From an optimization exercise on the open Yosys and OpenROAD flow, aimed at small area and a short achievable clock period; shortcuts taken in it are not production practice.
Only simulation tests tie the RTL to the original design; equivalence was not proved.

==> xenon <==
## fir_filter_top
module fir_filter_top #(
    parameter int DATA_WIDTH = 16                    
) (
    input  logic                               clk,
    input  logic                               rst_n,
    input  logic [DATA_WIDTH-1:0]              data_in,
    input  logic                               data_valid,
    output logic signed [DATA_WIDTH-1:0]       data_out,
    output logic                               data_out_valid,
    input  logic                               coeff_wr,
    input  logic                               coeff_preset,
    input  fir_pkg::fir_shape_e                coeff_preset_sel,
    input  logic [fir_pkg::FIR_ADDR_WIDTH-1:0] coeff_addr,
    input  fir_pkg::fir_coeff_t                coeff_wdata,
    output fir_pkg::fir_coeff_t                coeff_rdata
);
export LEC_CHECK = 0
export ABC_AREA = 1
export CAP_MARGIN = 20
export CORE_MARGIN = 2
export CORE_UTILIZATION = 40
export SETUP_SLACK_MARGIN = 3.0
export SLEW_MARGIN = 20
create_clock -name core_clock -period 7.5 [get_ports {clk}]
standard.sh (not shown) runs the stock make flow with config.mk's settings and CLKGATE_MAP_FILE= SYNTH_SCRIPT=/design/flow/synth_recipe.tcl, a recipe that flattens the netlist after the stock synthesis.
==> flow/flow/run.sh <==
#!/bin/bash
# Standard layout, with one netlist pass between synthesis and floorplan:
# flow/fixinv.py flips full adders (FA(~a,~b,~c) = ~FA(a,b,c)) and XOR/XNOR types so that
# fewer inverters sit between the carry-save adder cells. Registers and ports are untouched.
set -euo pipefail
R=orfs/results/${FLOW_PLATFORM}/fir_filter_top/base
bash standard.sh synth > synth.log 2>&1
cp $R/1_2_yosys.v $R/1_2_yosys.std.v
python3 flow/fixinv.py $R/1_2_yosys.std.v $R/1_2_yosys.fix.v > fixinv.log 2>&1
cp $R/1_2_yosys.fix.v $R/1_2_yosys.v
rm -f $R/1_synth.odb $R/1_synth.sdc
bash standard.sh do-1_synth > synth_odb.log 2>&1
bash standard.sh finish > finish.log 2>&1
test -f out/final.def
Other scripts of this flow, unchanged in this note and not shown: flow/flow/fixinv.py
==> inputs of quartz, as changes to xenon <==
--- a/flow/design.v
+++ b/flow/design.v
@@ -6254,35 +6254,50 @@
         if (!rst_n) prod_valid <= 1'b0;
         else        prod_valid <= window_valid;
     end
     logic [34:0] row_a, row_b;
     assign row_a = {1'b1, r2142, s2371, s2341, s2369, k2396, s2395, k2394, s2393, k2392, k2390, k2388, k2386, k2384, k2382, k2380, k2378, k2376, s2375, k2374, s2373, k2346, s2345, s2307, s2343, k2304, s2303, k2240, s2239, k2144, s2143, r1969, r1968, r1967, r1965};
     assign row_b = {1'b0, k2372, 1'b0, k2370, 1'b0, s2339, 1'b0, s2367, 1'b0, s2365, s2391, s2389, s2387, s2385, s2383, s2381, s2379, s2377, 1'b0, s2349, 1'b0, s2347, 1'b0, k2344, 1'b0, s2305, 1'b0, s2241, 1'b0, s2145, 1'b0, r1970, 1'b0, 1'b0, r1966};
     logic [16:0] lo_sum;
     assign lo_sum = {1'b0, row_a[15:0]} + {1'b0, row_b[15:0]};
-    logic [18:0] hi_a_q, hi_b_q;
+    logic [18:0] hi_p_q, hi_g_q;
     logic        lo_c_q;
     always_ff @(posedge clk or negedge rst_n) begin
         if (!rst_n) begin
-            hi_a_q         <= '0;
-            hi_b_q         <= '0;
+            hi_p_q         <= '0;
+            hi_g_q         <= '0;
             lo_c_q         <= 1'b0;
             data_out_valid <= 1'b0;
         end else begin
             data_out_valid <= prod_valid;
             if (prod_valid) begin
-                hi_a_q <= row_a[34:16];
-                hi_b_q <= row_b[34:16];
+                hi_p_q <= row_a[34:16] ^ row_b[34:16];
+                hi_g_q <= row_a[34:16] & row_b[34:16];
                 lo_c_q <= lo_sum[16];
             end
         end
     end
+    logic [19:0] pg_g [0:5];
+    logic [19:0] pg_p [0:5];
+    assign pg_g[0] = {hi_g_q, lo_c_q};
+    assign pg_p[0] = {hi_p_q, 1'b0};
+    for (genvar l = 0; l < 5; l++) begin : g_ks
+        for (genvar i = 0; i < 20; i++) begin : g_bit
+            if (i >= (1 << l)) begin : g_merge
+                assign pg_g[l+1][i] = pg_g[l][i] | (pg_p[l][i] & pg_g[l][i - (1 << l)]);
+                assign pg_p[l+1][i] = pg_p[l][i] & pg_p[l][i - (1 << l)];
+            end else begin : g_pass
+                assign pg_g[l+1][i] = pg_g[l][i];
+                assign pg_p[l+1][i] = pg_p[l][i];
+            end
+        end
+    end
     logic [18:0] sum_hi;
-    assign sum_hi = hi_a_q + hi_b_q + {18'd0, lo_c_q};
+    assign sum_hi = hi_p_q ^ pg_g[5][18:0];
     always_comb begin
         if (sum_hi[18:15] == 4'b0000 || sum_hi[18:15] == 4'b1111)
             data_out = sum_hi[15:0];
         else if (sum_hi[18])
             data_out = 16'h8000;
         else
             data_out = 16'h7FFF;
     end
==> flow/config.mk (replaced) <==
export PLATFORM = sky130hd
export DESIGN_NAME = fir_filter_top
export DESIGN_NICKNAME = fir_filter_top
export VERILOG_FILES = /design/flow/design.v
export SDC_FILE = /design/flow/constraint.sdc
export NUM_CORES = 4
export LEC_CHECK = 0
export ABC_AREA = 1
export CAP_MARGIN = 20
export CORE_MARGIN = 2
export CORE_UTILIZATION = 40
export CTS_CLUSTER_DIAMETER = 120
export CTS_CLUSTER_SIZE = 20
export SETUP_SLACK_MARGIN = 3.2
export SLEW_MARGIN = 20
==> inputs of lagoon, as changes to xenon <==
--- a/flow/design.v
+++ b/flow/design.v
@@ -6254,35 +6254,50 @@
         if (!rst_n) prod_valid <= 1'b0;
         else        prod_valid <= window_valid;
     end
     logic [34:0] row_a, row_b;
     assign row_a = {1'b1, r2142, s2371, s2341, s2369, k2396, s2395, k2394, s2393, k2392, k2390, k2388, k2386, k2384, k2382, k2380, k2378, k2376, s2375, k2374, s2373, k2346, s2345, s2307, s2343, k2304, s2303, k2240, s2239, k2144, s2143, r1969, r1968, r1967, r1965};
     assign row_b = {1'b0, k2372, 1'b0, k2370, 1'b0, s2339, 1'b0, s2367, 1'b0, s2365, s2391, s2389, s2387, s2385, s2383, s2381, s2379, s2377, 1'b0, s2349, 1'b0, s2347, 1'b0, k2344, 1'b0, s2305, 1'b0, s2241, 1'b0, s2145, 1'b0, r1970, 1'b0, 1'b0, r1966};
     logic [16:0] lo_sum;
     assign lo_sum = {1'b0, row_a[15:0]} + {1'b0, row_b[15:0]};
-    logic [18:0] hi_a_q, hi_b_q;
+    logic [18:0] hi_p_q, hi_g_q;
     logic        lo_c_q;
     always_ff @(posedge clk or negedge rst_n) begin
         if (!rst_n) begin
-            hi_a_q         <= '0;
-            hi_b_q         <= '0;
+            hi_p_q         <= '0;
+            hi_g_q         <= '0;
             lo_c_q         <= 1'b0;
             data_out_valid <= 1'b0;
         end else begin
             data_out_valid <= prod_valid;
             if (prod_valid) begin
-                hi_a_q <= row_a[34:16];
-                hi_b_q <= row_b[34:16];
+                hi_p_q <= row_a[34:16] ^ row_b[34:16];
+                hi_g_q <= row_a[34:16] & row_b[34:16];
                 lo_c_q <= lo_sum[16];
             end
         end
     end
+    logic [19:0] pg_g [0:5];
+    logic [19:0] pg_p [0:5];
+    assign pg_g[0] = {hi_g_q, lo_c_q};
+    assign pg_p[0] = {hi_p_q, 1'b0};
+    for (genvar l = 0; l < 5; l++) begin : g_ks
+        for (genvar i = 0; i < 20; i++) begin : g_bit
+            if (i >= (1 << l)) begin : g_merge
+                assign pg_g[l+1][i] = pg_g[l][i] | (pg_p[l][i] & pg_g[l][i - (1 << l)]);
+                assign pg_p[l+1][i] = pg_p[l][i] & pg_p[l][i - (1 << l)];
+            end else begin : g_pass
+                assign pg_g[l+1][i] = pg_g[l][i];
+                assign pg_p[l+1][i] = pg_p[l][i];
+            end
+        end
+    end
     logic [18:0] sum_hi;
-    assign sum_hi = hi_a_q + hi_b_q + {18'd0, lo_c_q};
+    assign sum_hi = hi_p_q ^ pg_g[5][18:0];
     always_comb begin
         if (sum_hi[18:15] == 4'b0000 || sum_hi[18:15] == 4'b1111)
             data_out = sum_hi[15:0];
         else if (sum_hi[18])
             data_out = 16'h8000;
         else
             data_out = 16'h7FFF;
     end
==> flow/config.mk (replaced) <==
export PLATFORM = sky130hd
export DESIGN_NAME = fir_filter_top
export DESIGN_NICKNAME = fir_filter_top
export VERILOG_FILES = /design/flow/design.v
export SDC_FILE = /design/flow/constraint.sdc
export NUM_CORES = 4
export LEC_CHECK = 0
export ABC_AREA = 1
export CAP_MARGIN = 20
export CORE_MARGIN = 2
export CORE_UTILIZATION = 40
export SETUP_SLACK_MARGIN = 3.2
export SLEW_MARGIN = 20
==> inputs of indigo, as changes to xenon <==
--- a/flow/design.v
+++ b/flow/design.v
@@ -6254,35 +6254,50 @@
         if (!rst_n) prod_valid <= 1'b0;
         else        prod_valid <= window_valid;
     end
     logic [34:0] row_a, row_b;
     assign row_a = {1'b1, r2142, s2371, s2341, s2369, k2396, s2395, k2394, s2393, k2392, k2390, k2388, k2386, k2384, k2382, k2380, k2378, k2376, s2375, k2374, s2373, k2346, s2345, s2307, s2343, k2304, s2303, k2240, s2239, k2144, s2143, r1969, r1968, r1967, r1965};
     assign row_b = {1'b0, k2372, 1'b0, k2370, 1'b0, s2339, 1'b0, s2367, 1'b0, s2365, s2391, s2389, s2387, s2385, s2383, s2381, s2379, s2377, 1'b0, s2349, 1'b0, s2347, 1'b0, k2344, 1'b0, s2305, 1'b0, s2241, 1'b0, s2145, 1'b0, r1970, 1'b0, 1'b0, r1966};
     logic [16:0] lo_sum;
     assign lo_sum = {1'b0, row_a[15:0]} + {1'b0, row_b[15:0]};
-    logic [18:0] hi_a_q, hi_b_q;
+    logic [18:0] hi_p_q, hi_g_q;
     logic        lo_c_q;
     always_ff @(posedge clk or negedge rst_n) begin
         if (!rst_n) begin
-            hi_a_q         <= '0;
-            hi_b_q         <= '0;
+            hi_p_q         <= '0;
+            hi_g_q         <= '0;
             lo_c_q         <= 1'b0;
             data_out_valid <= 1'b0;
         end else begin
             data_out_valid <= prod_valid;
             if (prod_valid) begin
-                hi_a_q <= row_a[34:16];
-                hi_b_q <= row_b[34:16];
+                hi_p_q <= row_a[34:16] ^ row_b[34:16];
+                hi_g_q <= row_a[34:16] & row_b[34:16];
                 lo_c_q <= lo_sum[16];
             end
         end
     end
+    logic [19:0] pg_g [0:5];
+    logic [19:0] pg_p [0:5];
+    assign pg_g[0] = {hi_g_q, lo_c_q};
+    assign pg_p[0] = {hi_p_q, 1'b0};
+    for (genvar l = 0; l < 5; l++) begin : g_ks
+        for (genvar i = 0; i < 20; i++) begin : g_bit
+            if (i >= (1 << l)) begin : g_merge
+                assign pg_g[l+1][i] = pg_g[l][i] | (pg_p[l][i] & pg_g[l][i - (1 << l)]);
+                assign pg_p[l+1][i] = pg_p[l][i] & pg_p[l][i - (1 << l)];
+            end else begin : g_pass
+                assign pg_g[l+1][i] = pg_g[l][i];
+                assign pg_p[l+1][i] = pg_p[l][i];
+            end
+        end
+    end
     logic [18:0] sum_hi;
-    assign sum_hi = hi_a_q + hi_b_q + {18'd0, lo_c_q};
+    assign sum_hi = hi_p_q ^ pg_g[5][18:0];
     always_comb begin
         if (sum_hi[18:15] == 4'b0000 || sum_hi[18:15] == 4'b1111)
             data_out = sum_hi[15:0];
         else if (sum_hi[18])
             data_out = 16'h8000;
         else
             data_out = 16'h7FFF;
     end
==> flow/config.mk (replaced) <==
export PLATFORM = sky130hd
export DESIGN_NAME = fir_filter_top
export DESIGN_NICKNAME = fir_filter_top
export VERILOG_FILES = /design/flow/design.v
export SDC_FILE = /design/flow/constraint.sdc
export NUM_CORES = 4
export LEC_CHECK = 0
export ABC_AREA = 1
export CAP_MARGIN = 20
export CORE_MARGIN = 2
export CORE_UTILIZATION = 40
export CTS_CLUSTER_DIAMETER = 100
export CTS_CLUSTER_SIZE = 16
export SETUP_SLACK_MARGIN = 3.2
export SLEW_MARGIN = 20
==> summary of the runs <==
Worst hold slack: xenon < lagoon < indigo < quartz. In sequential cell count, xenon and quartz do not differ. Global-route usage, highest first: lagoon, indigo, quartz, xenon.

[what the ideal ports hide]
Ports are ideal in the flow. The routed layouts listed here were re-timed in OpenROAD. Step 1 assumes that a clkbuf_16 drives the clock port and a buf_2 every other input. Step 2 times the ports against the registers' clock, not the clock port: input delays grow and output delays shrink by t, the midpoint of the rising clock arrivals with the driver on. Slacks: ideal / step 1 / step 2; pairs: ideal / step 1.
run | t (ns) | setup WS [ns] | worst slew at a driven data input, ns
xenon | 0.806 | 3.009 / 2.954 / 2.600 | 0.06
quartz | 0.732 | 3.158 / 3.079 / 2.427 | 0.14
lagoon | 0.804 | 3.154 / 3.115 / 2.459 | 0.14
indigo | 0.756 | 3.158 / 3.102 / 2.357 | 0.13
After both steps setup and hold are still met in every run listed. For indigo, which loses most, drivers alone change the setup slack by -0.056 ns; drivers and shift together by -0.801 ns.
